Background: an optimization exercise with open tools, aiming at small area, a short achievable clock period and few clock cycles per item. Do not read the settings as production practice. The RTL was checked by simulation tests, not by an equivalence proof against the original design.

==> flow/design.v, too long to show whole: its modules and the start of the top module <==
// module scalar_kalman_filter_core: 407 lines
// module skf_mac_a: 2144 lines
// module skf_mac_b: 27 lines
module scalar_kalman_filter_core
#(
  parameter int DATA_WIDTH = 32,
  parameter int FRAC_BITS  = 16
) (
  input  logic                 clk,
  input  logic                 rst_n,
  input  logic                 in_tvalid,
  output logic                 in_tready,
  input  logic [63:0]          in_tdata,     
  output logic                 out_tvalid,
  input  logic                 out_tready,
  output logic [31:0]          out_tdata,    
  output logic                 out_tuser,    
  input  logic                 cfg_valid,
  output logic                 cfg_ready,
  input  logic [2:0]           cfg_index,
  input  logic [31:0]          cfg_data
);
  // ...
==> flow/run.sh <==
#!/bin/bash
# synth_recipe.tcl (not shown) runs the flow's synth.tcl, then flattens the netlist and writes it again
# the make line also repeats each setting of config.mk as NAME=value (left out here)
make -C /OpenROAD-flow-scripts/flow DESIGN_CONFIG=/design/flow/config.mk WORK_HOME=/design/flow/orfs CLKGATE_MAP_FILE= SYNTH_SCRIPT=/design/flow/synth_recipe.tcl finish
==> flow/config.mk <==
export PLATFORM = sky130hd
export DESIGN_NAME = scalar_kalman_filter_core
export DESIGN_NICKNAME = scalar_kalman_filter_core
export VERILOG_FILES = /design/flow/design.v
export SDC_FILE = /design/flow/constraint.sdc
export NUM_CORES = 4
export LEC_CHECK = 0
export CAP_MARGIN = 20
export CORE_MARGIN = 2
export CORE_UTILIZATION = 40
export SETUP_SLACK_MARGIN = 2.5
export SLEW_MARGIN = 20
==> flow/constraint.sdc <==
create_clock -name core_clock -period 10.0 [get_ports {clk}]
set_input_delay 2.0000 -clock core_clock [delete_from_list [all_inputs] [get_ports {clk}]]
set_output_delay 2.0000 -clock core_clock [all_outputs]
set_load 0.01 [all_outputs]
==> out/results.tsv, run 1 <==
metric	value	unit
status	complete, no violations	
final hold violations	0	
1st-pass router iterations	12	
CP Depth	36	
Post-synth ARST share	0	%
commonest cells in the netlist	983 x nand2_1, 718 x a21oi_1, 667 x clkbuf_1, 652 x nor2_1, 582 x inv_1	
first-pass GRT wire length	632000	um
ys flop type	edfxtp_1	
maximum level of the CTS H-tree	3	
CTS tree	yes	
WL per Instance	33.8	um
relative slew slack	16.7	%
row cnt	174	
Post-Syn Area	90100	sq um
top routing layer in use	met5	
layout cells sized above 1	12.4	%
r2r worst-path depth	36	
count leader, synth	nand2_1	
critical path type	reg -> reg	
critical path startpoint category	register	
initial antenna violation count	22	
unrepaired setup endpoints after global routing	true	
EDFF count, synth	500	
Clock-cell share	3.79	%
area share of fa/ha/maj cells after synthesis	18.8	%
Testbench counts, summed over its fixed seeds: cycles 6,510, items 800.
==> run 2: changes to the inputs <==
--- a/flow/config.mk
+++ b/flow/config.mk
@@ -5,8 +5,8 @@
 export SDC_FILE = /design/flow/constraint.sdc
 export NUM_CORES = 4
 export LEC_CHECK = 0
-export CAP_MARGIN = 20
+export CAP_MARGIN = 30
 export CORE_MARGIN = 2
 export CORE_UTILIZATION = 40
-export SETUP_SLACK_MARGIN = 2.5
+export SETUP_SLACK_MARGIN = 3.2
 export SLEW_MARGIN = 20
==> out/results.tsv, run 2 <==
metric	value	unit	change
status	complete, no violations		
Synth Instances	10328		
Final Non-Filler Cells	13522		
I/O pin total	140		
# DRC	0		
commonest cells in the netlist	983 x nand2_1, 718 x a21oi_1, 667 x clkbuf_1, 652 x nor2_1, 582 x inv_1		
Hold Buf Count CTS	0		
critical path startpoint category	register		
final wirelength	443000	um	
register area share after synthesis	25.9	%	
Tot GR Track Use	37.2	%	
fin crit share	73.8	%	
clock sink count	915		
final max-slew violation count	0		
I/O Buffers	138		
MaxCap Viol Count	0		
share of the synthesized area in the top cell type	16.7	%	
Worst Max-Slew Pin Slew	1.16	ns	
WL per Instance	32.8	um	-3.2%
relative slew slack	22.4	%	+5.6 points
Ys Warns	5		
count of cell types in the netlist	94		
Via density	6.65		
Synth Register Bits	915		
first-pass GRT wire length	622000	um	-1.5%
area grow syn2layout	16.0	%	
Finished Core Util	46.6	%	
gpl congestion	1.03		
final-report setup violation count	0		
cell mode on critical path	buf_12		
Final min period	7.38	ns	
dpl cells	13023		
Fillers	21407		
most frequent cells in the layout	956 x nand2_1, 659 x a21oi_1, 624 x nor2_1, 567 x inv_1, 542 x xnor2_1		
1st-pass router iterations	10		-2
final setup TNS	0	ns	
ys flop type	edfxtp_1		
Post-Syn Area per Cell	8.73	sq um	
final setup skew	0.102	ns	
Largest regs	hk (96), hp (96), cv_r (48)		
Critical Path Sink Type	register		
Final ANT Viol Nets	0		
commonest non-fill, non-tap cell in the layout	nand2_1		
count leader, synth	nand2_1		
Root Driver	clkbuf_16		
Slowest cell on crit path	edfxtp_1		
vias in the first global route	85492		
Area contributors post-synth	edfxtp_1 17%, fa_1 11%, dfxtp_1 9.2%		
row cnt	174		unchanged
Synth area leader	edfxtp_1		
unrepaired setup endpoints after global routing	true		
DR vias	89958		
register clock-pin slew on the reported worst setup and hold paths	0.06	ns	
initial core utilization	40.2	%	
Post-Syn Area	90100	sq um	unchanged
CP arrival	7.91	ns	
Final HPWL DP	323000	um	
clk latency of the worst-skew pair	0.82	ns	
final hold violations	0		unchanged
initial antenna violation count	27		+23%
critical path type	reg -> reg		
Post-synth ARST share	0	%	unchanged
die area	229000	sq um	
Crit path required time	10.53	ns	
crit-path max cell delay	0.54	ns	
CTS tree	yes		
maximum level of the CTS H-tree	3		unchanged
Worst Hold Class	reg -> reg		
FMAX	136	MHz	
TritonCTS Buffers	108		
Die Ht	479	um	
grt total ovfl	0		
CORE AREA	224000	sq um	
net count after synthesis	11483		
DRT iter0 DRCs	13632		
Die Wd	479	um	
pin count of the biggest net entering global routing	200		
EDFF count, synth	500		unchanged
layout cells sized above 1	14.7	%	+2.3 points
nets@finish	11580		
worst-path maximum fanout	6		
Bufs on Longest Clock Path	3		
## run 2: per-stage QoR
stage	area, sq um	worst slack (ns)	hold WS [ns]
floorplan	90300	2.75	0.310
global placement	95600	0.690	0.312
detailed placement	95700	0.667	0.331
CTS	103000	2.81	0.345
global route	105000	2.51	0.356
finish	105000	2.62	0.350
## run 2: area by class of cell
cell class                 count  area [sq um]  area share, %
clock buffer                 155          3060           2.93
inverter                     586          2230           2.13
antenna                       12          30.0         0.0287
multi-input combinational   8092         64900           62.1
tap                         2992          3740           3.58
sequential                   915         23300           22.3
clock inverter                48           601          0.574
timing repair buffer         722          6600           6.32
## run 2: kinds of logic after synthesis
family / synth area share [%]
other cells: 0.00416
mux: 4.15
buf+inv: 5.58
xor+xnor: 8.80
fa+ha+maj: 18.8
simple gates: 12.6
compound gates: 24.2
flops: 25.9
## run 2: metal layers
metal  share of wire, %  vias to the layer above  GRT usage [%]  wire (um)
li1                   -                    37989              -          -
met1                 38                    43809           47.6     167000
met2                 41                     6613           53.5     181000
met3                 13                     1525           11.2      57400
met4                8.6                       22           25.5      37900
met5              0.040                        -              0        179
## run 2: final timing paths
kind	endpoint	cells after the start	start	slack, ns
worst max register to register	drem_r[21]	36	s_r[30]	2.62
worst min register to register	osub_b	0	osub_a	0.35
worst min-delay path	osub_b	0	osub_a	0.35
worst max-delay path	drem_r[21]	36	s_r[30]	2.62
## run 2: what timing repair did
action                     in CTS  in global routing
buffers inserted              183                 74
resized for setup             400                230
pin swaps                     119                120
setup endpoints to repair     248                208
gates cloned                   13                  3
## run 2: worst max-delay path: cells and delay by family (launching register included)
kind,cells,cell delay (ns)
and+or+nand+nor,5,0.37
buffers and inverters,11,1.44
adders and majority gates,3,0.80
AOI/OAI and AO/OA,17,3.90
DFF,1,0.54
==> run 3: changes to the inputs <==
--- a/flow/config.mk
+++ b/flow/config.mk
@@ -8,5 +8,5 @@
 export CAP_MARGIN = 30
 export CORE_MARGIN = 2
 export CORE_UTILIZATION = 40
-export SETUP_SLACK_MARGIN = 3.2
+export SETUP_SLACK_MARGIN = 3.8
 export SLEW_MARGIN = 20
==> out/results.tsv, run 3 <==
metric	value	unit	change
fin crit share	73.0	%	-0.82 points
setup slack after placement	1.06	ns	+0.388 ns
DRT iter0 DRCs	13019		-4.5%
MaxCap Viol Count	0		unchanged
met1 Use GR	51.0	%	+3.3 points
critical path type	reg -> reg		
clk latency of the worst-skew pair	0.84	ns	+0.02 ns
Final HPWL DP	345000	um	+6.9%
final setup skew	0.130	ns	+0.0287 ns
Post-Syn Area per Cell	8.73	sq um	unchanged
initial antenna violation count	22		-19%
Fillers	21319		-0.41%
unrepaired setup endpoints after global routing	true		
WL per Instance	34.1	um	+3.9%
most frequent cells in the layout	936 x nand2_1, 647 x a21oi_1, 612 x nor2_1, 566 x inv_1, 542 x xnor2_1		
r2r worst-path depth	34		-5.6%
first-pass GRT wire length	646000	um	+3.8%
Tot GR Track Use	38.9	%	+1.8 points
DR vias	90566		+0.68%
crit-path max cell delay	0.51	ns	-0.03 ns
register area share after synthesis	25.9	%	unchanged
count of cell types in the netlist	94		unchanged
Critical Path Sink Type	register		
Hold Startpoint	osub_a		
Die Ht	479	um	unchanged
CTS tree	yes		
Critical R2R Launch	s_r[30]		
layout cells sized above 1	16.9	%	+2.2 points
status	complete, no violations		
net count after synthesis	11483		unchanged
Finished Core Util	47.7	%	+1.1 points
final hold violations	0		unchanged
cell mode on critical path	buf_6		
Worst Hold Class	reg -> reg		
Root Driver	clkbuf_16		
relative slew slack	26.3	%	+3.9 points
critical path startpoint category	register		
final setup TNS	0	ns	unchanged
Via density	6.64		-0.17%
gpl congestion	1.06		+3.0%
1st-pass router iterations	10		unchanged
Final min period	7.30	ns	-0.0824 ns
I/O Buffers	138		unchanged
EDFF count, synth	500		unchanged
initial core utilization	40.2	%	unchanged
final max-slew violation count	0		unchanged
Crit path required time	10.52	ns	about the same
CORE AREA	224000	sq um	unchanged
r2r setup slk	2.70	ns	+0.08 ns
count leader, synth	nand2_1		
clock sink count	915		unchanged
die area	229000	sq um	unchanged
ys flop type	edfxtp_1		
Synth area leader	edfxtp_1		
Slowest cell on crit path	edfxtp_1		
Final Non-Filler Cells	13637		+0.85%
share of the synthesized area in the top cell type	16.7	%	unchanged
Worst Hold Path EP	osub_b		
Final ANT Viol Nets	0		unchanged
Hold Path Cell Cnt	0		unchanged
grt total ovfl	0		unchanged
Synth Register Bits	915		unchanged
Ys Warns	5		unchanged
CP arrival	7.81	ns	-0.10 ns
final-report setup violation count	0		unchanged
register area	23400	sq um	+0.11%
row cnt	174		unchanged
met2 Track Usage GR	56.4	%	+2.9 points
final wirelength	464000	um	+4.8%
pin count of the biggest net entering global routing	173		-14%
Area contributors post-synth	edfxtp_1 17%, fa_1 11%, dfxtp_1 9.2%		
Post-Syn Area	90100	sq um	unchanged
Bufs on Longest Clock Path	3		unchanged
Worst Max-Slew Pin Slew	1.11	ns	-0.0591 ns
FMAX	137	MHz	+1.1%
Synth Instances	10328		unchanged
GR Layer Usage met3	10.7	%	-0.47 points
nets@finish	11687		+0.92%
TritonCTS Buffers	110		+1.9%
worst-path maximum fanout	5		-1
register clock-pin slew on the reported worst setup and hold paths	0.07	ns	about the same
busiest grt layer	met2		
commonest non-fill, non-tap cell in the layout	nand2_1		
area grow syn2layout	18.8	%	
commonest cells in the netlist	983 x nand2_1, 718 x a21oi_1, 667 x clkbuf_1, 652 x nor2_1, 582 x inv_1		
maximum level of the CTS H-tree	3		unchanged
# DRC	0		unchanged
footprint of the multi-input gates	65800	sq um	+1.3%
I/O pin total	140		unchanged
vias in the first global route	85083		-0.48%
reg2reg end	drem_r[21]		
Die Wd	479	um	unchanged
Post-synth ARST share	0	%	unchanged
setup ws final	2.70	ns	+0.0824 ns
dpl cells	13079		+0.43%
Largest regs	hk (96), hp (96), cv_r (48)		
[run 3: cell counts after synthesis]
No cell type changed its count.
[run 3: logic make-up after synthesis]
kind of cell    count (synthesis)  share of synthesized area [%]
compound gates               3284                           24.2
simple gates                 2501                           12.6
buf+inv                      1328                           5.58
fa+ha+maj                    1051                           18.8
flops                         915                           25.9
xor+xnor                      906                           8.80
mux                           342                           4.15
other cells                     1                        0.00416
[run 3: worst max-delay path by stage]
stage / start / end / depth (start not counted)
floorplan: in_tdata[9] / drem_r[6] / 25
global placement: s_r[30] / drem_r[30] / 29
detailed placement: in_tdata[9] / s_r[31] / 22
CTS: s_r[30] / drem_r[13] / 30
global route: s_r[30] / drem_r[21] / 37
finish: s_r[30] / drem_r[21] / 34
[run 3: cell type report]
| cell class | count | share of cell area [%] |
|---|---|---|
| tap | 2992 | 3.50 |
| clock buffer | 152 | 2.93 |
| clock inverter | 58 | 0.615 |
| antenna | 15 | 0.0351 |
| multi-input combinational | 8091 | 61.5 |
| sequential | 915 | 21.8 |
| inverter | 586 | 2.10 |
| timing repair buffer | 828 | 7.51 |
[run 3: repair_timing]
action / CTS / global route
gates cloned: 14 / 9
buffers inserted: 184 / 119
hold buffers: 0 / 0
pin swaps: 150 / 163
setup endpoints to repair: 406 / 274
resized for setup: 569 / 334
[run 3: routing by layer]
metal | wire length, um | vias up | part of all wire (%)
li1 | - | 38238 | -
met4 | 38200 | 18 | 8.2
met5 | 139 | - | 0.030
met1 | 180000 | 44566 | 39
met3 | 55900 | 1491 | 12
met2 | 190000 | 6253 | 41
[run 3: worst max-delay path: cells and delay by family, from the launching register on]
kind	cells	cell delay (ns)
compound gates	18	4.07
flops	1	0.51
buf+inv	9	1.21
fa+ha+maj	3	0.77
simple gates	4	0.43
[run 3: through the flow]
step / hold WS [ns] / cell area (sq um)
after floorplan: 0.310 / 90400
after global placement: 0.320 / 96100
after detailed placement: 0.341 / 96200
after CTS: 0.354 / 104000
after global routing: 0.356 / 107000
final: 0.360 / 107000

-- re-timing with driven ports --
The results above use ideal ports. As a check the final layouts listed here were re-extracted and re-timed, cells and wires unchanged.
Step 1 (the two cells are an assumption about what drives the block):
set clk [get_ports {clk}]
set_driving_cell -lib_cell sky130_fd_sc_hd__clkbuf_16 $clk
set_driving_cell -lib_cell sky130_fd_sc_hd__buf_2 [delete_from_list [all_inputs] $clk]
Step 2, shift: input delay + t, output delay - t, t = (earliest + latest rising clock arrival at the registers) / 2. This alone moves slack from input paths to output paths.
Slacks: no drivers / after step 1 / after step 2; pairs: no drivers / after step 1.
run | t, ns | slack for setup (ns) | worst setup path at the end | worst register clock-pin slew, ns | cell pins on the clock port's net
run 1 | 0.862 | 2.517 / 2.517 / 1.780 | input to register | 0.08 / 0.08 | 1
run 2 | 0.862 | 2.620 / 2.620 / 2.225 | input to register | 0.08 / 0.08 | 1
run 3 | 0.877 | 2.702 / 2.702 / 2.112 | input to register | 0.07 / 0.07 | 1
After both steps setup and hold are still met in every run listed. For run 1, which loses most, drivers alone change the setup slack by 0.000 ns; drivers and shift together by -0.737 ns.
